Context: an optimization exercise on an open-source flow, tuned for small area. The choices shown serve that exercise and are no tape-out recipe. Only simulation tests tie the RTL to the original design; equivalence was not proved. Power and IR drop assume default switching activity.

== lane 1 ==
==> flow/design.v <==
package ctw_pkg;
	localparam int TIMER_COUNT = 16;
	localparam int REM_W       = 16;   
	localparam int ENT_W       = 4 + REM_W;
	typedef enum logic [1:0] {
		OP_SCHED = 2'd0,
		OP_STOP  = 2'd1,
		OP_TICK  = 2'd2,
		OP_NONE  = 2'd3
	} op_t;
	typedef enum logic [1:0] {
		KIND_SCHED      = 2'd0,
		KIND_STOP       = 2'd1,
		KIND_FIRED      = 2'd2,
		KIND_IDLE_TICK  = 2'd3
	} kind_t;
	typedef enum logic [2:0] {
		ST_CLR,
		ST_IDLE,
		ST_SCHP,
		ST_SCANW,
		ST_SCAN,
		ST_EMIT,
		ST_DEC
	} state_t;
endpackage
module ctw_mem (
	input  logic                      clk,
	input  logic [ctw_pkg::ENT_W-1:0] wr_data,
	output logic [ctw_pkg::ENT_W-1:0] rd_data,
	output logic [ctw_pkg::ENT_W-1:0] rd_next
);
	localparam int W = ctw_pkg::ENT_W;
	localparam int N = ctw_pkg::TIMER_COUNT;
	logic [W*N-1:0] ring_q;
	always_ff @(posedge clk) begin
		ring_q <= {wr_data, ring_q[W*N-1:W]};
	end
	assign rd_data = ring_q[W-1:0];
	assign rd_next = ring_q[2*W-1:W];
endmodule
module callout_timer_wheel (
	input  logic        clk,
	input  logic        arst_n,
	input  logic        s_axis_tvalid,
	output logic        s_axis_tready,
	input  logic [23:0] s_axis_tdata,   
	input  logic [1:0]  s_axis_tuser,   
	output logic        m_axis_tvalid,
	input  logic        m_axis_tready,
	output logic [39:0] m_axis_tdata,   
	output logic [1:0]  m_axis_tuser,   
	output logic        m_axis_tlast
);
	localparam int RW = ctw_pkg::REM_W;
	ctw_pkg::state_t state_q, state_d;
	logic [3:0]      cnt_q;
	logic            sh_q;            
	logic            tk_q;            
	logic [15:0]     tlo_q;           
	logic [15:0]     thi_q;           
	logic            cy_q;            
	logic            found_q, multi_q;
	logic [ctw_pkg::ENT_W-1:0] rd_ent, rd_nxt, wr_ent;
	logic [3:0]      t_id;
	logic [RW-1:0]   t_rem;
	logic [3:0]      w_id;
	logic [RW-1:0]   w_rem;
	logic [1:0]      in_op;
	logic [3:0]      in_id;
	logic [15:0]     in_delay;
	logic [15:0]     delay_eff;
	logic            hit;             
	logic            pend;
	logic            due;
	logic            last_pos;
	logic            out_free;
	logic            sched_pass;      
	logic            tick_pass;       
	logic            add_b, add_ci, add_s, add_co;
	logic [15:0]     hi_inc;
	logic            load;            
	logic [1:0]      ld_kind;
	logic            capture;         
	logic            f_dec;           
	logic            f_clr;           
	logic            f_shift;         
	logic            f_new;           
	logic            out_valid_q;
	logic [1:0]      out_kind_q;
	logic [3:0]      out_id_q;
	logic            out_pend_q;
	logic [15:0]     out_lo_q;
	assign in_op     = s_axis_tuser;
	assign in_id     = s_axis_tdata[3:0];
	assign in_delay  = s_axis_tdata[19:4];
	assign delay_eff = {in_delay[15:1], in_delay[0] | (in_delay == 16'd0)};
	ctw_mem u_mem (
		.clk     (clk),
		.wr_data (wr_ent),
		.rd_data (rd_ent),
		.rd_next (rd_nxt)
	);
	assign {t_id, t_rem} = rd_ent;
	assign wr_ent        = {w_id, w_rem};
	assign hit      = (t_id == in_id);
	assign pend     = (t_rem != '0);
	assign due      = (t_rem == RW'(1));
	assign last_pos = (cnt_q == 4'd15);
	assign out_free = !out_valid_q || m_axis_tready;
	assign sched_pass = (state_q == ctw_pkg::ST_SCHP);
	assign tick_pass  = (state_q == ctw_pkg::ST_SCAN) && tk_q;
	assign add_b  = sched_pass && delay_eff[cnt_q];
	assign add_ci = (cnt_q == 4'd0) ? tick_pass : cy_q;
	assign add_s  = tlo_q[0] ^ add_b ^ add_ci;
	assign add_co = (tlo_q[0] & add_b) | (add_ci & (tlo_q[0] ^ add_b));
	logic [16:0] inc_c, dec_b;
	logic [RW-1:0] rem_dec;
	assign inc_c[0] = cy_q;
	assign dec_b[0] = pend && f_dec;    
	for (genvar i = 0; i < 16; i++) begin : g_arith
		assign hi_inc[i]  = thi_q[i] ^ inc_c[i];
		assign inc_c[i+1] = thi_q[i] & inc_c[i];
		assign rem_dec[i] = t_rem[i] ^ dec_b[i];
		assign dec_b[i+1] = !t_rem[i] & dec_b[i];
	end
	always_comb begin
		state_d       = state_q;
		s_axis_tready = 1'b0;
		f_dec         = 1'b0;
		f_clr         = 1'b0;
		f_shift       = 1'b0;
		f_new         = 1'b0;
		load          = 1'b0;
		ld_kind       = ctw_pkg::KIND_SCHED;
		capture       = 1'b0;
		case (state_q)
			ctw_pkg::ST_CLR: begin
				f_clr = 1'b1;
				if (last_pos) state_d = ctw_pkg::ST_IDLE;
			end
			ctw_pkg::ST_IDLE: begin
				if (s_axis_tvalid) begin
					case (in_op)
						ctw_pkg::OP_SCHED: begin
							if (last_pos && !out_valid_q) state_d = ctw_pkg::ST_SCHP;
						end
						ctw_pkg::OP_STOP: begin
							if (hit && out_free) begin
								s_axis_tready = 1'b1;
								load          = 1'b1;
								ld_kind       = ctw_pkg::KIND_STOP;
								capture       = 1'b1;
								f_clr         = 1'b1;
							end
						end
						ctw_pkg::OP_TICK: begin
							if (last_pos && !out_valid_q) begin
								s_axis_tready = 1'b1;
								state_d       = ctw_pkg::ST_SCAN;
							end
						end
						default: s_axis_tready = 1'b1;
					endcase
				end
			end
			ctw_pkg::ST_SCHP: begin
				if (!sh_q && hit) capture = 1'b1;
				if (last_pos) begin
					f_new         = 1'b1;
					s_axis_tready = 1'b1;
					load          = 1'b1;
					state_d       = ctw_pkg::ST_IDLE;
				end else if (sh_q || hit) begin
					f_shift = 1'b1;
				end
			end
			ctw_pkg::ST_SCANW: begin
				if (last_pos && !out_valid_q) state_d = ctw_pkg::ST_SCAN;
			end
			ctw_pkg::ST_SCAN: begin
				if (due && !found_q) begin
					capture = 1'b1;
					f_dec   = 1'b1;
				end
				if (last_pos) state_d = ctw_pkg::ST_EMIT;
			end
			ctw_pkg::ST_EMIT: begin
				load    = 1'b1;
				ld_kind = found_q ? ctw_pkg::KIND_FIRED : ctw_pkg::KIND_IDLE_TICK;
				if (found_q && multi_q) begin
					state_d = ctw_pkg::ST_SCANW;
				end else begin
					state_d = ctw_pkg::ST_DEC;
					f_dec   = 1'b1;
				end
			end
			default: begin  
				f_dec = 1'b1;
				if (last_pos) state_d = ctw_pkg::ST_IDLE;
			end
		endcase
	end
	always_comb begin
		if (f_shift) begin
			{w_id, w_rem} = rd_nxt;
		end else if (f_new) begin
			w_id  = in_id;
			w_rem = delay_eff;
		end else begin
			w_id  = (state_q == ctw_pkg::ST_CLR) ? cnt_q : t_id;
			w_rem = rem_dec & {RW{!f_clr}};
		end
	end
	always_ff @(posedge clk or negedge arst_n) begin
		if (!arst_n) begin
			state_q <= ctw_pkg::ST_CLR;
			cnt_q   <= 4'd0;
			sh_q    <= 1'b0;
		end else begin
			state_q <= state_d;
			cnt_q   <= cnt_q + 4'd1;
			if (sched_pass) sh_q <= !last_pos && (sh_q || hit);
		end
	end
	always_ff @(posedge clk) begin
		tlo_q <= {tick_pass ? add_s : (tlo_q[0] && (state_q != ctw_pkg::ST_CLR)), tlo_q[15:1]};
		if (sched_pass || tick_pass) begin
			out_lo_q <= {add_s, out_lo_q[15:1]};
			cy_q     <= add_co;
		end else if ((state_q == ctw_pkg::ST_EMIT) && tk_q) begin
			cy_q     <= 1'b0;
		end
		if (state_q == ctw_pkg::ST_CLR) begin
			thi_q <= 16'd0;
		end else if ((state_q == ctw_pkg::ST_EMIT) && tk_q) begin
			thi_q <= hi_inc;
		end
		if (state_q == ctw_pkg::ST_IDLE) begin
			tk_q <= 1'b1;
		end else if (state_q == ctw_pkg::ST_EMIT) begin
			tk_q <= 1'b0;
		end
		if (state_d == ctw_pkg::ST_SCAN && state_q != ctw_pkg::ST_SCAN) begin
			found_q <= 1'b0;
			multi_q <= 1'b0;
		end else if ((state_q == ctw_pkg::ST_SCAN) && due) begin
			found_q <= 1'b1;
			if (found_q) multi_q <= 1'b1;
		end
	end
	always_ff @(posedge clk or negedge arst_n) begin
		if (!arst_n) begin
			out_valid_q <= 1'b0;
		end else if (load) begin
			out_valid_q <= 1'b1;
		end else if (m_axis_tready) begin
			out_valid_q <= 1'b0;
		end
	end
	always_ff @(posedge clk) begin
		if (load) out_kind_q <= ld_kind;
		if (capture) begin
			out_id_q   <= t_id;
			out_pend_q <= pend;
		end
	end
	assign m_axis_tvalid = out_valid_q;
	assign m_axis_tdata  = {3'b000,
		{hi_inc, out_lo_q} & {32{!out_kind_q[0]}},
		out_pend_q & !out_kind_q[1],
		out_id_q & {4{!(&out_kind_q)}}};
	assign m_axis_tuser  = out_kind_q;
	assign m_axis_tlast  = !((out_kind_q == ctw_pkg::KIND_FIRED) && multi_q);
endmodule
==> flow/config.mk <==
export PLATFORM = sky130hd
export DESIGN_NAME = callout_timer_wheel
export DESIGN_NICKNAME = callout_timer_wheel
export VERILOG_FILES = /design/flow/design.v
export SDC_FILE = /design/flow/constraint.sdc
export NUM_CORES = 4
export LEC_CHECK = 0
export CAP_MARGIN = 20
export CORE_MARGIN = 2
export CORE_UTILIZATION = 70
export SLEW_MARGIN = 20
==> flow/constraint.sdc <==
create_clock -name core_clock -period 5.0 [get_ports {clk}]
set_input_delay 1.0000 -clock core_clock [delete_from_list [all_inputs] [get_ports {clk}]]
set_output_delay 1.0000 -clock core_clock [all_outputs]
set_load 0.01 [all_outputs]
standard.sh (not shown) runs the stock make flow with config.mk's settings and CLKGATE_MAP_FILE= SYNTH_SCRIPT=/design/flow/synth_recipe.tcl, a recipe that flattens the netlist after the stock synthesis.
==> flow/flow/run.sh <==
#!/bin/bash
# Layout with the standard flow (standard.sh), changing only:
#  - synthesis: synth_recipe.tcl with the procs in synth_tweaks.tcl (adders
#    left to ABC, ABC's default area mapping);
#  - port buffers: the smallest buffer;
#  - clock tree: larger sink clusters, no dummy loads.
# Each tool's output is in orfs/logs/; make's own output in flow.log.
set -euo pipefail
W=$(cd "$(dirname "${BASH_SOURCE[0]}")/.." && pwd)
{ head -n 1 "$W/synth_recipe.tcl"; cat "$W/flow/synth_tweaks.tcl"; tail -n +2 "$W/synth_recipe.tcl"; } > "$W/my_synth.tcl"
export BUFFER_PORTS_ARGS="-buffer_cell sky130_fd_sc_hd__buf_1"
export CTS_ARGS="-sink_clustering_enable -repair_clock_nets -dont_use_dummy_load -sink_clustering_size 30 -sink_clustering_max_diameter 90 -root_buf sky130_fd_sc_hd__clkbuf_8"
cd "$W"
bash standard.sh SYNTH_SCRIPT="$W/my_synth.tcl" finish > flow.log 2>&1
==> flow/flow/synth_tweaks.tcl <==
# Changes to the standard flow's synthesis script (synth_recipe.tcl), placed after its
# first line. Registers, their names and cell types are as in the standard
# synthesis; only the mapping of the logic between them differs.

# leave adders as plain logic for ABC to map, instead of half/full adder cells
proc extract_fa {args} {}

# map the logic with ABC's default script for a cell library (area oriented)
# in place of ORFS's speed script and its delay target
proc abc {args} {
  set out {}
  set skip 0
  foreach a $args {
    if {$skip} { set skip 0; continue }
    if {$a in {-script -D -constr}} { set skip 1; continue }
    lappend out $a
  }
  yosys abc {*}$out
}
Modified inputs, lane 2 compared to lane 1
diff --git a/flow/design.v b/flow/design.v
--- a/flow/design.v
+++ b/flow/design.v
@@ -217,10 +217,11 @@
 			state_q <= ctw_pkg::ST_CLR;
 			cnt_q   <= 4'd0;
-			sh_q    <= 1'b0;
 		end else begin
 			state_q <= state_d;
 			cnt_q   <= cnt_q + 4'd1;
-			if (sched_pass) sh_q <= !last_pos && (sh_q || hit);
-		end
+		end
+	end
+	always_ff @(posedge clk) begin
+		sh_q <= sched_pass && !last_pos && (sh_q || hit);
 	end
 	always_ff @(posedge clk) begin
Notes after the runs:
Number of global-route vias before repair, lane 2 vs lane 1: down by a few percent. Lane 1 ended up with more cell instances than lane 2 did. On source-to-sink clock delay at the later pin of the worst-skew pair, lane 2 tracks lane 1 almost exactly. Lane 2 and lane 1 ended up with roughly the same adder-cell share of the synthesized area. Worst-case setup margin in the final layout down 150 ps in lane 2 wrt lane 1. Of lane 1 and lane 2, the run reporting the lower synthesized-area fraction occupied by xor and xnor cells was lane 1. Row non-clock buffer total of the final layout: lane 2 lower / lane 1 higher. Against lane 1 as the reference, lane 2 delivers a lower number of antenna repair diodes. Initial antenna violation count: lane 2 > lane 1. In the tables for lane 1 and lane 2, fill cell total of the finished layout reads higher with lane 2. Compared with lane 1, power in lane 2 decreased by a little under 10%.

## port drivers added, routing unchanged
Ports are ideal in the flow. The routed layouts listed here were re-timed in OpenROAD. Step 1 (the two cells are an assumption about what drives the block):
set clk [get_ports {clk}]
set_driving_cell -lib_cell sky130_fd_sc_hd__clkbuf_16 $clk
set_driving_cell -lib_cell sky130_fd_sc_hd__buf_2 [delete_from_list [all_inputs] $clk]
Step 2, shift: input delay + t, output delay - t, t = (earliest + latest rising clock arrival at the registers) / 2. This alone moves slack from input paths to output paths. Three values: ideal ports, drivers, drivers and shift; two values: the first two.
run | t (ns) | slack for setup (ns) | pins driven straight from the clock port
lane 1 | 0.580 | 0.892 / 0.851 / 1.431 | 1
lane 2 | 0.581 | 0.740 / 0.700 / 1.281 | 1
After both steps setup and hold are still met in every run listed.
